What follows belongs to an exercise in optimizing a design on an open flow for small area, a short achievable clock period and few clock cycles per item; a production flow would make more cautious choices.
In this exercise RTL edits were held to simulation tests only and were not proved equivalent to the original.

## ifft8_stream
module ifft8_stream #(
    parameter int DW = fft_pkg::FFT_DW,
    parameter int TW = fft_pkg::FFT_TW
) (
    input  logic                 clk,
    input  logic                 rst,
    input  logic                 in_valid,
    output logic                 in_ready,
    input  logic signed [DW-1:0] in_re,
    input  logic signed [DW-1:0] in_im,
    output logic                 out_valid,
    input  logic                 out_ready,
    output logic signed [DW-1:0] out_re,
    output logic signed [DW-1:0] out_im,
    output logic                 out_last,
    output logic                 busy
);
==> flow/config.mk <==
export PLATFORM = sky130hd
export DESIGN_NAME = ifft8_stream
export DESIGN_NICKNAME = ifft8_stream
export VERILOG_FILES = /design/flow/design.v
export SDC_FILE = /design/flow/constraint.sdc
export NUM_CORES = 4
export LEC_CHECK = 0
export CAP_MARGIN = 20
export CORE_MARGIN = 2
export CORE_UTILIZATION = 40
export SLEW_MARGIN = 20
==> flow/constraint.sdc <==
create_clock -name core_clock -period 14.0 [get_ports {clk}]
set_input_delay 2.8000 -clock core_clock [delete_from_list [all_inputs] [get_ports {clk}]]
set_output_delay 2.8000 -clock core_clock [all_outputs]
set_load 0.01 [all_outputs]
standard.sh (not shown) runs the stock make flow with config.mk's settings and CLKGATE_MAP_FILE= SYNTH_SCRIPT=/design/flow/synth_recipe.tcl, a recipe that flattens the netlist after the stock synthesis.
==> flow/flow/run.sh <==
#!/bin/bash
# The standard layout; timing repair aims 11 ns beyond the required setup
# slack and works on the worst 5% of endpoints.
bash standard.sh SETUP_SLACK_MARGIN=11 TNS_END_PERCENT=5 finish > standard.log 2>&1
The starting point finished with timing, DRC and antenna clean.
Testbench counts at the start, summed over its fixed seeds: cycles 4,240, frames 512.
Rerun with:
==> flow/flow/run.sh (replaced) <==
#!/bin/bash
# The standard layout with larger clock-sink clusters (fewer clock buffers);
# timing repair aims 10 ns beyond the required setup slack and works on the
# worst 5% of endpoints.
bash standard.sh SETUP_SLACK_MARGIN=10 TNS_END_PERCENT=5 CTS_CLUSTER_SIZE=25 CTS_CLUSTER_DIAMETER=150 finish > standard.log 2>&1
- ABC_AREA: default -> 1
Die area rose by about 4.6%.
Routed wire length rose by 18%.
Setup slack improved by 0.24 ns.
Core utilization fell by 2.8 points.
Synthesized cell count rose by about 34%.
Cell area fell by 1.4%.
Rerun with:
==> flow/flow/run.sh (replaced) <==
#!/bin/bash
# The standard layout with larger clock-sink clusters (fewer clock buffers);
# timing repair aims 10 ns beyond the required setup slack and works on the
# worst 10% of endpoints.
bash standard.sh SETUP_SLACK_MARGIN=10 TNS_END_PERCENT=10 CTS_CLUSTER_SIZE=25 CTS_CLUSTER_DIAMETER=150 finish > standard.log 2>&1
- ABC_AREA: 1 -> default
Outcome:
- The new run ran to the end with no violations
- wire length fell by 17%
- design area fell by 2.7%
- worst setup slack gets worse by 0.18 ns
- die area fell by 4.4%
- clock skew hardly moves
Rerun with:
==> flow/flow/run.sh (replaced) <==
#!/bin/bash
# The standard layout with larger clock-sink clusters (fewer clock buffers);
# timing repair aims 10 ns beyond the required setup slack and works on the
# worst 20% of endpoints.
bash standard.sh SETUP_SLACK_MARGIN=10 TNS_END_PERCENT=20 CTS_CLUSTER_SIZE=25 CTS_CLUSTER_DIAMETER=150 finish > standard.log 2>&1
- ABC_AREA: default -> 1
What happened: The new run finished with timing, DRC and antenna clean; design area grows by 3.3%; clock-buffer cell count shrinks by 2; worst hold slack stays flat.

========
## job 101
Starting RTL as in the previous note.
clock: 14.0 ns
lec_check: 0
cap_margin: 20
core_margin: 2
core_utilization: 40
cts_cluster_diameter: 150
cts_cluster_size: 25
slew_margin: 20
run.sh (not shown) runs the stock make flow with config.mk's settings and CLKGATE_MAP_FILE= SYNTH_SCRIPT=/design/flow/synth_recipe.tcl, a recipe that flattens the netlist after the stock synthesis.
Stock flow here: none of the scripts above is used.
Testbench counts of job 101, summed over its fixed seeds: cycles 4,240, frames 512.
### job 101 -> job 102
==> flow/flow/run.sh (new file) <==
#!/bin/bash
# The standard layout; timing repair aims 10.5 ns beyond the required setup
# slack and works on the worst 10% of endpoints.
bash standard.sh SETUP_SLACK_MARGIN=10.5 TNS_END_PERCENT=10 finish > standard.log 2>&1
==> flow/standard.sh (new file) <==
#!/bin/bash
# synth_recipe.tcl (not shown) runs the flow's synth.tcl, then flattens the netlist and writes it again
# the make line also repeats each setting of config.mk as NAME=value (left out here)
make -C /OpenROAD-flow-scripts/flow DESIGN_CONFIG=/design/flow/config.mk WORK_HOME=/design/flow/orfs CLKGATE_MAP_FILE= SYNTH_SCRIPT=/design/flow/synth_recipe.tcl "${@:-finish}"
--- a/flow/config.mk
+++ b/flow/config.mk
@@ -10,4 +10,2 @@
 export CORE_UTILIZATION = 40
-export CTS_CLUSTER_DIAMETER = 150
-export CTS_CLUSTER_SIZE = 25
 export SLEW_MARGIN = 20
removed: flow/run.sh
==> results.txt <==
- Summary of the comparison: number of buffers inserted to repair setup after CTS is higher in job 102, relative to job 101.
- The final reports for job 102 and job 101 show final HPWL from detailed placement lower in the former.
- Cmp job 102 vs job 101: hold slack lower in job 102
- Job 102 ends up with higher critical path depth than job 101 does.
- Job 101 was smaller in final cell area than job 102.
Input-level comparison between job 103 and job 102:
==> flow/flow/run.sh <==
#!/bin/bash
# The standard layout with larger clock-sink clusters (fewer clock buffers);
# timing repair aims 10.3 ns beyond the required setup slack and works on the
# worst 10% of endpoints.
bash standard.sh SETUP_SLACK_MARGIN=10.3 TNS_END_PERCENT=10 CTS_CLUSTER_SIZE=25 CTS_CLUSTER_DIAMETER=150 finish > standard.log 2>&1
--- a/flow/config.mk
+++ b/flow/config.mk
@@ -7,2 +7,3 @@
 export LEC_CHECK = 0
+export ABC_AREA = 1
 export CAP_MARGIN = 20
==> results.txt <==
Job 103: clock period minus final worst setup slack 250 ps below job 102
Compared with job 102, in job 103 placer's final routability congestion estimate moved up, setup slack now sits higher, tap cell count climbed 93, initial DRC count higher, clock-pin slew on the worst setup and hold paths increased by 50 ps relative to the old numbers.
Job 103 against job 102: synthesized instance count picked up an extra 1163; maximum level of the CTS H-tree fell by 2.
Changes in job 104 relative to job 103:
==> flow/flow/run.sh <==
#!/bin/bash
# The standard layout with larger clock-sink clusters (fewer clock buffers);
# timing repair aims 10 ns beyond the required setup slack and works on the
# worst 5% of endpoints.
bash standard.sh SETUP_SLACK_MARGIN=10 TNS_END_PERCENT=5 CTS_CLUSTER_SIZE=25 CTS_CLUSTER_DIAMETER=150 finish > standard.log 2>&1
--- a/flow/config.mk
+++ b/flow/config.mk
@@ -7,3 +7,2 @@
 export LEC_CHECK = 0
-export ABC_AREA = 1
 export CAP_MARGIN = 20
--- outcome ---
- Summary — met3 track demand over resource in global routing, job 104 relative to job 103: lower, by 0.21 points.
- Job 104 ends up with a number of cells on the critical path that is 13 higher than in job 103.
- Kind of critical path = register to register: job 104; kind of critical path = register to primary output: job 103
- Compared with job 103, in job 104 chip width fell 7.2 um, count of unique library cells instantiated by Yosys rose 22.

========
Setup of build 68:
ifft8_stream, a different RTL version from the one above (not shown whole).
For scale: ~670 flip-flops, ~72 I/O pins.
export LEC_CHECK = 0
export CAP_MARGIN = 20
export CORE_MARGIN = 2
export CORE_UTILIZATION = 40
export SLEW_MARGIN = 20
create_clock -name core_clock -period 14.0 [get_ports {clk}]
Stock flow here: none of the scripts above is used.
Build 68: no failed stages, no open violations at the end
Testbench counts of build 68, summed over its fixed seeds: cycles 4,240, frames 512.
Modified inputs, build 32 compared to build 68
==> flow/flow/run.sh (new file) <==
#!/bin/bash
# The standard layout, with timing repair aiming 12 ns beyond the required setup slack.
bash standard.sh SETUP_SLACK_MARGIN=12 finish > standard.log 2>&1
==> flow/standard.sh (new file) <==
#!/bin/bash
# synth_recipe.tcl (not shown) runs the flow's synth.tcl, then flattens the netlist and writes it again
# the make line also repeats each setting of config.mk as NAME=value (left out here)
make -C /OpenROAD-flow-scripts/flow DESIGN_CONFIG=/design/flow/config.mk WORK_HOME=/design/flow/orfs CLKGATE_MAP_FILE= SYNTH_SCRIPT=/design/flow/synth_recipe.tcl "${@:-finish}"
removed: flow/run.sh
Results
Summary of build 32 over build 68: final-layout clock buffer total now sits higher; non-filler instance count after layout now sits higher; routing usage on met2 went up; core utilization of the finished layout climbed 8.9 points; routed wire length up 18000 um.
Compared with build 68, build 32 ends up with more cell area.
Detailed route, build 32 vs build 68: via total higher for build 32
Changes observed in build 32 relative to build 68: total placed cells including tap cells barely changed.
Changes in build 51 relative to build 32:
==> flow/flow/run.sh <==
#!/bin/bash
# The standard layout, with timing repair aiming 10 ns beyond the required setup slack.
bash standard.sh SETUP_SLACK_MARGIN=10 finish > standard.log 2>&1
==> results.txt <==
Max routed wire length across build 51 and build 32: build 32. Delta (build 51 minus build 32): cell area lower; period utilization saw a decrease.
--- input diff build 51..build 78 ---
==> flow/flow/run.sh <==
#!/bin/bash
# The standard layout, with timing repair aiming 9 ns beyond the required setup slack.
bash standard.sh SETUP_SLACK_MARGIN=9 finish > standard.log 2>&1
==> results.txt <==
Modified inputs, build 38 compared to build 78
==> flow/flow/run.sh <==
#!/bin/bash
# The standard layout, with timing repair aiming 7 ns beyond the required setup slack.
bash standard.sh SETUP_SLACK_MARGIN=7 finish > standard.log 2>&1
## What came out
For build 38, the cell at the slowest stage of the critical path was fa_1, unlike build 78, where it was edfxtp_1. Going from build 78 to build 38, largest stage delay on the critical path went up 0.05 ns, clock buffer count went up about 7%, number of vias in the routed layout went down about 0.8%. In build 38, the post-CTS setup repair buffer count came out 5 below the value in build 78. Compared to build 78, build 38 shows a narrower setup margin.

========
RTL: one of the versions met above, not the one the previous note started from.
For scale: roughly 4600 cells after synthesis, ~41000 um2 of cells after synthesis.
Settings: LEC_CHECK=0, ABC_AREA=1, CAP_MARGIN=20, CORE_MARGIN=2, CORE_UTILIZATION=40, SLEW_MARGIN=20; clock period 14.0 ns.
standard.sh (not shown) runs the stock make flow with config.mk's settings and CLKGATE_MAP_FILE= SYNTH_SCRIPT=/design/flow/synth_recipe.tcl, a recipe that flattens the netlist after the stock synthesis.
==> flow/flow/run.sh <==
#!/bin/bash
# The standard layout with larger clock-sink clusters (fewer clock buffers);
# timing repair aims 10 ns beyond the required setup slack and works on the
# worst 10% of endpoints.
bash standard.sh SETUP_SLACK_MARGIN=10 TNS_END_PERCENT=10 CTS_CLUSTER_SIZE=25 CTS_CLUSTER_DIAMETER=150 finish > standard.log 2>&1
Testbench counts at the start, summed over its fixed seeds: cycles 4,240, frames 512.
Edit:
==> flow/flow/run.sh (replaced) <==
#!/bin/bash
# The standard layout at higher utilisation and with smaller clock buffers;
# timing repair aims 10 ns beyond the required setup slack and works on the
# worst 10% of endpoints.
bash standard.sh SETUP_SLACK_MARGIN=10 TNS_END_PERCENT=10 CORE_UTILIZATION=55 \
  "CTS_BUF_LIST=sky130_fd_sc_hd__clkbuf_4 sky130_fd_sc_hd__clkbuf_8" finish > standard.log 2>&1
--- a/flow/config.mk
+++ b/flow/config.mk
@@ -8 +7,0 @@
-export ABC_AREA = 1
Hold slack barely changes.
Global-route usage came out higher by 5.7 points.
Via count went down by 14%.
Edit:
==> flow/flow/run.sh (replaced) <==
#!/bin/bash
# The standard layout at 55% utilisation with larger clock-sink clusters
# (fewer clock buffers); timing repair aims 10 ns beyond the required setup
# slack and works on the worst 10% of endpoints.
bash standard.sh SETUP_SLACK_MARGIN=10 TNS_END_PERCENT=10 CORE_UTILIZATION=55 CTS_CLUSTER_SIZE=25 CTS_CLUSTER_DIAMETER=150 finish > standard.log 2>&1
Outcome: The changed run passed the timing, design-rule and antenna checks. Area after synthesis stays the same. Via count shrinks by a few percent. Core utilization shrinks by 2.1 points. Final area shrinks by a few percent. First-iteration DRC count shrinks slightly. Die area is unchanged. Count of clock-buffer cells in the layout shrinks by 95. Routed wire length shrinks by a few percent.
Edit:
==> flow/flow/run.sh (replaced) <==
#!/bin/bash
# The standard layout with larger clock-sink clusters (fewer clock buffers);
# timing repair aims 9.7 ns beyond the required setup slack and works on the
# worst 10% of endpoints.
bash standard.sh SETUP_SLACK_MARGIN=9.7 TNS_END_PERCENT=10 CTS_CLUSTER_SIZE=25 CTS_CLUSTER_DIAMETER=150 finish > standard.log 2>&1
--- a/flow/config.mk
+++ b/flow/config.mk
@@ -7,0 +8 @@
+export ABC_AREA = 1
The new run finished clean.
Non-clock buffer count drops by 40.
Setup slack loses 77 ps.
Fmax is lower by 1.8%.
Final area went up by about 3.2%.
Edit:
==> flow/flow/run.sh (replaced) <==
#!/bin/bash
# The standard layout; timing repair aims 10 ns beyond the required setup
# slack and works on the worst 10% of endpoints.
bash standard.sh SETUP_SLACK_MARGIN=10 TNS_END_PERCENT=10 finish > standard.log 2>&1
--- a/flow/config.mk
+++ b/flow/config.mk
@@ -8 +7,0 @@
-export ABC_AREA = 1
What happened:
- count of clock-buffer cells in the layout grows by 47
- hold slack hardly moves
- routed wire length goes down by about 16%
- flip-flop and latch count is unchanged
Edit:
==> flow/flow/run.sh (replaced) <==
#!/bin/bash
# The standard layout, with timing repair aiming 10 ns beyond the required setup slack.
bash standard.sh SETUP_SLACK_MARGIN=10 finish > standard.log 2>&1
Critical path depth increases by 1.
Core utilization increases by 0.54 points.
Non-clock buffer count increases by 8.
Fmax decreases by 2.1%.
Register-to-register slack got worse by 90 ps.
Final area increases by about 1.2%.

==> separate check: timing with driven ports <==
The flow's constraints put no driver on any port. The routed layouts listed below were extracted and timed again, unchanged, in two steps.
Step 1 assumes that a clkbuf_16 drives the clock port and a buf_2 every other input.
Step 2, shift: input delay + t, output delay - t, t = (earliest + latest rising clock arrival at the registers) / 2. This alone moves slack from input paths to output paths.
a / b / c = ideal ports / drivers / drivers and shift; a / b = the first two.
run | t (ns) | slack for setup (ns) | hold slack, ns | clock arrival spread, ns | slew at the worst register clock pin (ns)
the first run of note 1 | 0.690 | 9.691 / 9.660 / 9.210 | 0.406 / 0.406 / 0.406 | 0.045 / 0.045 | 0.07 / 0.07
the second run of note 1 | 0.712 | 9.934 / 9.869 / 9.345 | 0.409 / 0.409 / 0.409 | 0.024 / 0.024 | 0.11 / 0.11
the third run of note 1 | 0.699 | 9.755 / 9.755 / 9.272 | 0.410 / 0.410 / 0.410 | 0.022 / 0.022 | 0.11 / 0.11
the fourth run of note 1 | 0.715 | 9.935 / 9.870 / 9.344 | 0.407 / 0.407 / 0.407 | 0.027 / 0.026 | 0.11 / 0.11
job 101 | 0.695 | 8.971 / 8.971 / 8.971 | 0.415 / 0.415 / 0.415 | 0.021 / 0.021 | 0.11 / 0.11
job 102 | 0.689 | 9.683 / 9.660 / 9.213 | 0.407 / 0.407 / 0.407 | 0.046 / 0.045 | 0.07 / 0.07
job 103 | 0.742 | 9.933 / 9.865 / 9.373 | 0.416 / 0.416 / 0.416 | 0.033 / 0.033 | 0.11 / 0.11
job 104 | 0.697 | 9.709 / 9.709 / 9.284 | 0.409 / 0.409 / 0.409 | 0.022 / 0.022 | 0.11 / 0.11
build 68 | 0.694 | 8.892 / 8.892 / 8.892 | 0.405 / 0.405 / 0.405 | 0.031 / 0.030 | 0.07 / 0.07
build 32 | 0.700 | 9.551 / 9.551 / 9.551 | 0.398 / 0.398 / 0.398 | 0.040 / 0.040 | 0.07 / 0.07
build 51 | 0.699 | 9.609 / 9.609 / 9.421 | 0.400 / 0.400 / 0.400 | 0.034 / 0.034 | 0.07 / 0.07
build 78 | 0.684 | 9.320 / 9.320 / 9.320 | 0.404 / 0.404 / 0.404 | 0.026 / 0.026 | 0.07 / 0.07
build 38 | 0.693 | 8.807 / 8.807 / 8.807 | 0.406 / 0.406 / 0.406 | 0.028 / 0.028 | 0.07 / 0.07
the first run of note 4 | 0.712 | 9.933 / 9.868 / 9.346 | 0.406 / 0.406 / 0.406 | 0.024 / 0.024 | 0.11 / 0.11
the second run of note 4 | 0.785 | 9.707 / 9.707 / 9.328 | 0.406 / 0.406 / 0.406 | 0.068 / 0.068 | 0.07 / 0.07
the third run of note 4 | 0.687 | 9.719 / 9.719 / 9.301 | 0.416 / 0.416 / 0.416 | 0.038 / 0.038 | 0.11 / 0.11
the fourth run of note 4 | 0.714 | 9.643 / 9.577 / 9.336 | 0.406 / 0.406 / 0.406 | 0.025 / 0.025 | 0.11 / 0.11
the fifth run of note 4 | 0.685 | 9.797 / 9.797 / 9.284 | 0.403 / 0.403 / 0.403 | 0.024 / 0.024 | 0.06 / 0.06
the sixth run of note 4 | 0.675 | 9.708 / 9.708 / 9.445 | 0.403 / 0.403 / 0.403 | 0.024 / 0.025 | 0.07 / 0.07
After both steps every run listed still meets setup and hold. The setup slack of the fourth run of note 1, which loses most, moves by -0.065 ns with the drivers and by -0.591 ns with both steps.
